Context: an optimization exercise on an open-source flow, tuned for small area and a short achievable clock period. The choices shown serve that exercise and are no tape-out recipe. Only simulation tests tie the RTL to the original design; equivalence was not proved. No activity file was given, so power comes from the tool's default toggle rates.

job 101:
## ddr5_dimm_responder
module ddr5_dimm_responder (
  input  logic        clk,
  input  logic        rst,
  input  logic        cmd_valid,
  input  logic [2:0]  cmd_type,
  input  logic        cmd_channel,
  input  logic [2:0]  cmd_bg,
  input  logic [1:0]  cmd_bank,
  input  logic [15:0] cmd_row,
  input  logic [5:0]  cmd_col,
  output logic        rd_valid,
  output logic [26:0] rd_tag,
  output logic        wr_ack,
  output logic [26:0] wr_tag,
  output logic        err_valid,
  output logic [2:0]  err_code,
  output logic [5:0]  open_banks
);
export LEC_CHECK = 0
export CAP_MARGIN = 20
export CORE_MARGIN = 2
export CORE_UTILIZATION = 40
export SLEW_MARGIN = 20
create_clock -name core_clock -period 20.0 [get_ports {clk}]
standard.sh (not shown) runs the stock make flow with config.mk's settings and CLKGATE_MAP_FILE= SYNTH_SCRIPT=/design/flow/synth_recipe.tcl, a recipe that flattens the netlist after the stock synthesis.
==> flow/flow/run.sh <==
#!/bin/bash
# Standard ORFS layout (the standard.sh) with extra optimisation effort: repair_timing is
# asked to leave extra setup margin, cells may be resized across footprints, and the clock
# tree uses larger sink clusters without dummy loads. The timing constraints
# (constraint.sdc) are unchanged; every port still gets a buffer.
set -euo pipefail
source flow/knobs.sh
bash standard.sh SETUP_SLACK_MARGIN=$MARGIN MATCH_CELL_FOOTPRINT=0 "CTS_ARGS=$CTS" "BUFFER_PORTS_ARGS=$PORTBUF" $EXTRA finish > standard_make.log 2>&1
==> flow/flow/knobs.sh <==
MARGIN=14.7
CTS="-sink_clustering_enable -repair_clock_nets -dont_use_dummy_load -sink_clustering_size 30 -sink_clustering_max_diameter 60"
PORTBUF="-buffer_cell sky130_fd_sc_hd__buf_2"
EXTRA=""
#### Input delta (job 102 over job 101)
--- a/flow/design.v
+++ b/flow/design.v
@@ -56,43 +56,35 @@
       pre_err_v[i] = live[i] && (tmr[i] != 7'd0);
   end
   logic [6:0] s_p;
   logic       closed_p, live_p, open_p;
   assign s_p      = tmr[p_idx];
   assign live_p   = live[p_idx];
   assign closed_p = !live_p && (s_p == 7'd0);
   assign open_p   = live_p && OPEN_SET[s_p];
   logic p_is_act;
   assign p_is_act = (p_type == 3'd1);
   logic       mismatch, pair_err;
   logic [2:0] pair_code;
-  logic [2:0]  x_type;
-  logic [15:0] x_rowm;
-  logic [5:0]  x_colm;
-  assign x_type = p_type + 3'd1;
-  assign x_rowm = {16{p_is_act}};
-  assign x_colm = {6{!p_is_act}};
-  assign mismatch  = !cmd_valid || cmd_channel || (|(cmd_type ^ x_type)) || (|(idx_in ^ p_idx)) ||
-                     (|((cmd_row ^ p_row) & x_rowm)) || (|((cmd_col ^ p_col) & x_colm));
+  assign mismatch  = (eff != p_type + 3'd1) || (idx_in != p_idx) ||
+                     (p_is_act ? (cmd_row != p_row) : (cmd_col != p_col));
   assign pair_err  = p_is_act ? !closed_p : !open_p;
   assign pair_code = p_is_act ? (live_p ? 3'd1 : 3'd5) : 3'd2;
   logic is_half2, is_pre;
   assign is_half2 = (eff == 3'd2) || (eff == 3'd4) || (eff == 3'd6);
   assign is_pre   = (eff == 3'd7);
   logic       err_v_d;
   logic [2:0] err_c_d;
   logic pre_err;
-  logic [31:0] idx_hot;
-  always_comb for (int i = 0; i < 32; i++) idx_hot[i] = (idx_in == 5'(i));
-  assign pre_err = (|(pre_err_v & idx_hot)) || (f_act && idx_in == p_idx);
+  assign pre_err = pre_err_v[idx_in] || (f_act && idx_in == p_idx);
   assign err_v_d = dec_q ? (mismatch || pair_err) : (is_half2 || (is_pre && pre_err));
   assign err_c_d = dec_q ? (mismatch ? 3'd4 : pair_code) : (is_half2 ? 3'd4 : 3'd3);
   logic [2:0] err_code_q;
   logic [5:0] open_q;
   always_ff @(posedge clk or posedge rst) begin
     if (rst) begin
       err_valid_q <= 1'b0;
       err_code_q  <= 3'd0;
       pok_q       <= 1'b0;
       pre_cand_q  <= 1'b0;
       open_q      <= 6'd0;
     end else begin
[summary]
After detailed routing, job 101 needs more wire than job 102.
Fraction of synthesized cell area in xor and xnor cells: job 101 vs job 102 — no meaningful difference
Critical-path maximum fanout delta for job 102 relative to job 101: 31 higher
Any difference in width of the die between job 101 and job 102 is small enough to ignore.
Clock power share (higher): job 101


Another version of the RTL of ddr5_dimm_responder (not shown whole).
Size in the first run: roughly 2900 cells after synthesis, roughly 43000 sq um of cells after synthesis.
==> module ddr5_dimm_responder, before the edit <==
module ddr5_dimm_responder (
  input  logic        clk,
  input  logic        rst,
  input  logic        cmd_valid,
  input  logic [2:0]  cmd_type,
  input  logic        cmd_channel,
  input  logic [2:0]  cmd_bg,
  input  logic [1:0]  cmd_bank,
  input  logic [15:0] cmd_row,
  input  logic [5:0]  cmd_col,
  output logic        rd_valid,
  output logic [26:0] rd_tag,
  output logic        wr_ack,
  output logic [26:0] wr_tag,
  output logic        err_valid,
  output logic [2:0]  err_code,
  output logic [5:0]  open_banks
);
  localparam logic [6:0]   T_ACT_LD = 7'b0110000;   
  localparam logic [6:0]   T_PRE_LD = 7'b1000010;   
  localparam logic [127:0] OPEN_SET = 128'h00040560043368510238258d164a1301;
  logic [2:0]  eff;
  assign eff = (cmd_valid && !cmd_channel) ? cmd_type : 3'd0;
  logic [2:0]  p_type;
  logic [4:0]  p_idx;
  logic [15:0] p_row;
  logic [5:0]  p_col;
  always_ff @(posedge clk) begin
    p_type <= eff;
    p_idx  <= {cmd_bg, cmd_bank};
    p_row  <= cmd_row;
    p_col  <= cmd_col;
  end
  logic dec_q;   
  always_ff @(posedge clk or posedge rst) begin
    if (rst) dec_q <= 1'b0;
    else     dec_q <= !dec_q && (eff == 3'd1 || eff == 3'd3 || eff == 3'd5);
  end
  logic [4:0] idx_in;
  assign idx_in = {cmd_bg, cmd_bank};
  logic [6:0]  tmr  [32];
  logic [31:0] live;
  logic [15:0] rows [32];
  logic        pok_q, pre_cand_q, c_q, o_q;
  logic        err_valid_q;
  logic        f_act, f_pre, f_rw;
  assign f_act = pok_q && (p_type == 3'd2) && c_q;
  assign f_rw  = pok_q && (p_type == 3'd4 || p_type == 3'd6) && o_q;
  assign f_pre = pre_cand_q && !err_valid_q && live[p_idx];
  function automatic logic [6:0] tmr_step(input logic [6:0] q);
    tmr_step = {q[5:0], (q[6] == q[5]) && (q != 7'd0)};
  endfunction
  logic [31:0] pre_err_v;
  always_comb begin
    for (int i = 0; i < 32; i++)
      pre_err_v[i] = live[i] && (tmr[i] != 7'd0);
  end
  logic [6:0] s_p;
  logic       closed_p, live_p, open_p;
  assign s_p      = tmr[p_idx];
  assign live_p   = live[p_idx];
  assign closed_p = !live_p && (s_p == 7'd0);
  assign open_p   = live_p && OPEN_SET[s_p];
  logic p_is_act;
  assign p_is_act = (p_type == 3'd1);
  logic       mismatch, pair_err;
  logic [2:0] pair_code;
  logic [2:0]  x_type;
  logic [15:0] x_rowm;
  logic [5:0]  x_colm;
  assign x_type = p_type + 3'd1;
  assign x_rowm = {16{p_is_act}};
  assign x_colm = {6{!p_is_act}};
  assign mismatch  = !cmd_valid || cmd_channel || (|(cmd_type ^ x_type)) || (|(idx_in ^ p_idx)) ||
                     (|((cmd_row ^ p_row) & x_rowm)) || (|((cmd_col ^ p_col) & x_colm));
  assign pair_err  = p_is_act ? !closed_p : !open_p;
  assign pair_code = p_is_act ? (live_p ? 3'd1 : 3'd5) : 3'd2;
  logic is_half2, is_pre;
  assign is_half2 = (eff == 3'd2) || (eff == 3'd4) || (eff == 3'd6);
  assign is_pre   = (eff == 3'd7);
  logic       err_v_d;
  logic [2:0] err_c_d;
  logic pre_err;
  logic [31:0] idx_hot;
  always_comb for (int i = 0; i < 32; i++) idx_hot[i] = (idx_in == 5'(i));
  assign pre_err = (|(pre_err_v & idx_hot)) || (f_act && idx_in == p_idx);
  assign err_v_d = dec_q ? (mismatch || pair_err) : (is_half2 || (is_pre && pre_err));
  assign err_c_d = dec_q ? (mismatch ? 3'd4 : pair_code) : (is_half2 ? 3'd4 : 3'd3);
  logic [2:0] err_code_q;
  logic [5:0] open_q;
  always_ff @(posedge clk or posedge rst) begin
    if (rst) begin
      err_valid_q <= 1'b0;
      err_code_q  <= 3'd0;
      pok_q       <= 1'b0;
      pre_cand_q  <= 1'b0;
      open_q      <= 6'd0;
    end else begin
      err_valid_q <= err_v_d;
      err_code_q  <= err_c_d;
      pok_q       <= dec_q && !mismatch;
      pre_cand_q  <= !dec_q && is_pre;
      open_q      <= open_q + {5'd0, f_act} - {5'd0, f_pre};
    end
  end
  always_ff @(posedge clk) begin
    c_q <= closed_p;
    o_q <= open_p;
  end
  always_ff @(posedge clk or posedge rst) begin
    if (rst) begin
      live <= '0;
      for (int i = 0; i < 32; i++) tmr[i] <= 7'd0;
    end else begin
      for (int i = 0; i < 32; i++) begin
        if (f_act && p_idx == 5'(i)) begin
          tmr[i]  <= T_ACT_LD;
          live[i] <= 1'b1;
        end else if (f_pre && p_idx == 5'(i)) begin
          tmr[i]  <= T_PRE_LD;
          live[i] <= 1'b0;
        end else begin
          tmr[i]  <= tmr_step(tmr[i]);
        end
      end
    end
  end
  always_ff @(posedge clk) begin
    for (int i = 0; i < 32; i++)
      if (f_act && p_idx == 5'(i)) rows[i] <= p_row;
  end
  localparam int HL = 19;    
  localparam int FL = 37;    
  logic          ph;
  logic [FL:1]   v_q, r_q;
  logic          s_v;
  logic [10:0]   s_d;
  logic [10:0]   h_d [1:HL];
  always_ff @(posedge clk or posedge rst) begin
    if (rst) begin
      ph  <= 1'b0;
      s_v <= 1'b0;
      v_q <= '0;
    end else begin
      ph  <= !ph;
      s_v <= f_rw;
      v_q <= {v_q[FL-1:1], f_rw};
    end
  end
  always_ff @(posedge clk) begin
    r_q <= {r_q[FL-1:1], p_type == 3'd4};
    s_d <= {p_idx, p_col};
    if (ph) begin
      h_d[1] <= s_v ? s_d : {p_idx, p_col};
      for (int k = 2; k <= HL; k++) h_d[k] <= h_d[k-1];
    end
  end
  logic        wr_look, rd_look;
  logic [10:0] sel_d;
  logic [15:0] row_m;
  assign wr_look = v_q[FL-1] && !r_q[FL-1];
  assign rd_look = v_q[FL] && r_q[FL];
  assign sel_d   = (rd_look && !ph) ? h_d[HL] : h_d[HL-1];
  assign row_m   = rows[sel_d[10:6]];
  logic        rd_look_q, rd_valid_q, wr_ack_q;
  logic [26:0] rd_tag_q, wr_tag_q;
  always_ff @(posedge clk or posedge rst) begin
    if (rst) begin
      rd_look_q  <= 1'b0;
      rd_valid_q <= 1'b0;
      wr_ack_q   <= 1'b0;
      rd_tag_q   <= '0;
      wr_tag_q   <= '0;
    end else begin
      rd_look_q  <= rd_look;
      rd_valid_q <= rd_look_q;
      wr_ack_q   <= wr_look;
      if (rd_look) rd_tag_q <= {sel_d[10:6], row_m, sel_d[5:0]};
      wr_tag_q   <= {sel_d[10:6], row_m, sel_d[5:0]};
    end
  end
  assign rd_valid   = rd_valid_q;
  assign rd_tag     = rd_tag_q;
  assign wr_ack     = wr_ack_q;
  assign wr_tag     = wr_tag_q;
  assign err_valid  = err_valid_q;
  assign err_code   = err_code_q;
  assign open_banks = open_q;
endmodule
Settings: LEC_CHECK=0, CAP_MARGIN=20, CORE_MARGIN=2, CORE_UTILIZATION=40, SLEW_MARGIN=20; clock period 20.0 ns.
==> flow/flow/run.sh <==
#!/bin/bash
# Standard ORFS layout (the standard.sh) with extra optimisation effort:
# - the platform's don't-use list plus the 4-input NOR/OR cells (slow stacked PMOS), so
#   synthesis builds the input-side compare trees from faster gates;
# - repair_timing asked to leave extra setup margin, cells resized across footprints;
# - port buffers of a fixed small cell, clock tree with larger sink clusters and no dummy loads.
# The timing constraints (constraint.sdc) are unchanged; every port still gets a buffer.
set -euo pipefail
source flow/knobs.sh
DONT_USE="$(tr '\n' ' ' < flow/dont_use.txt)"
bash standard.sh SETUP_SLACK_MARGIN=$MARGIN MATCH_CELL_FOOTPRINT=0 "DONT_USE_CELLS=$DONT_USE" \
  "CTS_ARGS=$CTS" "BUFFER_PORTS_ARGS=$PORTBUF" $EXTRA finish > standard_make.log 2>&1
Other scripts of this flow, unchanged in this note and not shown: flow/flow/dont_use.txt, flow/flow/knobs.sh
==> next run, changes <==
--- a/flow/design.v
+++ b/flow/design.v
@@ -130,36 +130,42 @@
       if (f_act && p_idx == 5'(i)) rows[i] <= p_row;
   end
-  localparam int HL = 19;    
-  localparam int FL = 37;    
+  localparam int HL = 19;
   logic          ph;
-  logic [FL:1]   v_q, r_q;
-  logic          s_v;
+  logic          s_v, s_r;
   logic [10:0]   s_d;
+  logic [HL:1]   h_v, h_r, h_late;
   logic [10:0]   h_d [1:HL];
+  logic          f_rd;
+  assign f_rd = (p_type == 3'd4);
   always_ff @(posedge clk or posedge rst) begin
     if (rst) begin
       ph  <= 1'b0;
       s_v <= 1'b0;
-      v_q <= '0;
+      h_v <= '0;
     end else begin
       ph  <= !ph;
       s_v <= f_rw;
-      v_q <= {v_q[FL-1:1], f_rw};
+      if (ph) h_v <= {h_v[HL-1:1], f_rw || s_v};
     end
   end
   always_ff @(posedge clk) begin
-    r_q <= {r_q[FL-1:1], p_type == 3'd4};
+    s_r <= f_rd;
     s_d <= {p_idx, p_col};
     if (ph) begin
-      h_d[1] <= s_v ? s_d : {p_idx, p_col};
+      h_r[1]    <= s_v ? s_r : f_rd;
+      h_late[1] <= !s_v;
+      h_d[1]    <= s_v ? s_d : {p_idx, p_col};
+      h_r[HL:2]    <= h_r[HL-1:1];
+      h_late[HL:2] <= h_late[HL-1:1];
       for (int k = 2; k <= HL; k++) h_d[k] <= h_d[k-1];
     end
   end
-  logic        wr_look, rd_look;
+  logic        rd_late, wr_look, rd_look;
   logic [10:0] sel_d;
   logic [15:0] row_m;
-  assign wr_look = v_q[FL-1] && !r_q[FL-1];
-  assign rd_look = v_q[FL] && r_q[FL];
-  assign sel_d   = (rd_look && !ph) ? h_d[HL] : h_d[HL-1];
+  assign rd_late = !ph && h_v[HL] && h_r[HL] && h_late[HL];
+  assign wr_look = h_v[HL-1] && !h_r[HL-1] && (ph == h_late[HL-1]);
+  assign rd_look = rd_late || (ph && h_v[HL-1] && h_r[HL-1] && !h_late[HL-1]);
+  assign sel_d   = rd_late ? h_d[HL] : h_d[HL-1];
   assign row_m   = rows[sel_d[10:6]];
   logic        rd_look_q, rd_valid_q, wr_ack_q;
=>
- The new run finished clean
- cell area came out higher by 1.5%
- power came out lower by 1.7%
- global-route usage came out higher by 0.24 points
- sequential cell count came out lower by 15
- first-iteration DRC count came out lower by 2.3%
- worst setup slack barely changes
- utilization barely changes
- non-clock buffer count came out lower by 1
- final cell count came out higher by 1.6%
- synthesized cell count came out higher by 1.5%
- worst hold slack gets better by 0.062 ns
- maximum frequency barely changes
- combinational power barely changes

what the ideal ports hide:
In the flow no input, the clock included, has a driving cell. The finished layouts below were timed again as built, in two steps. Step 1: set_driving_cell puts a clkbuf_16 on clk and a buf_2 on each other input, an assumption about the parent block. Step 2 moves the port delays by t, midway between the first and last clock arrival at a register: inputs arrive t later, outputs are due t later. That takes back most of the time a late clock gives input paths. Slacks: no drivers / after step 1 / after step 2; pairs: no drivers / after step 1.
| run | t (ns) | setup slack, ns | clock arrival spread, ns | slew at the worst register clock pin (ns) | worst slew at a driven data input, ns |
|---|---|---|---|---|---|
| job 101 | 0.695 | 14.493 / 14.529 / 13.834 | 0.114 / 0.114 | 0.12 / 0.12 | 0.06 |
| job 102 | 0.695 | 14.313 / 14.314 / 13.619 | 0.065 / 0.066 | 0.11 / 0.11 | 0.06 |
| the first run of note 2 | 0.706 | 14.747 / 14.684 / 14.235 | 0.097 / 0.097 | 0.11 / 0.11 | 0.18 |
| the second run of note 2 | 0.714 | 14.749 / 14.684 / 14.074 | 0.085 / 0.084 | 0.12 / 0.12 | 0.04 |
After both steps every run listed still meets setup and hold. The setup slack of job 102, which loses most, moves by +0.001 ns with the drivers and by -0.694 ns with both steps.
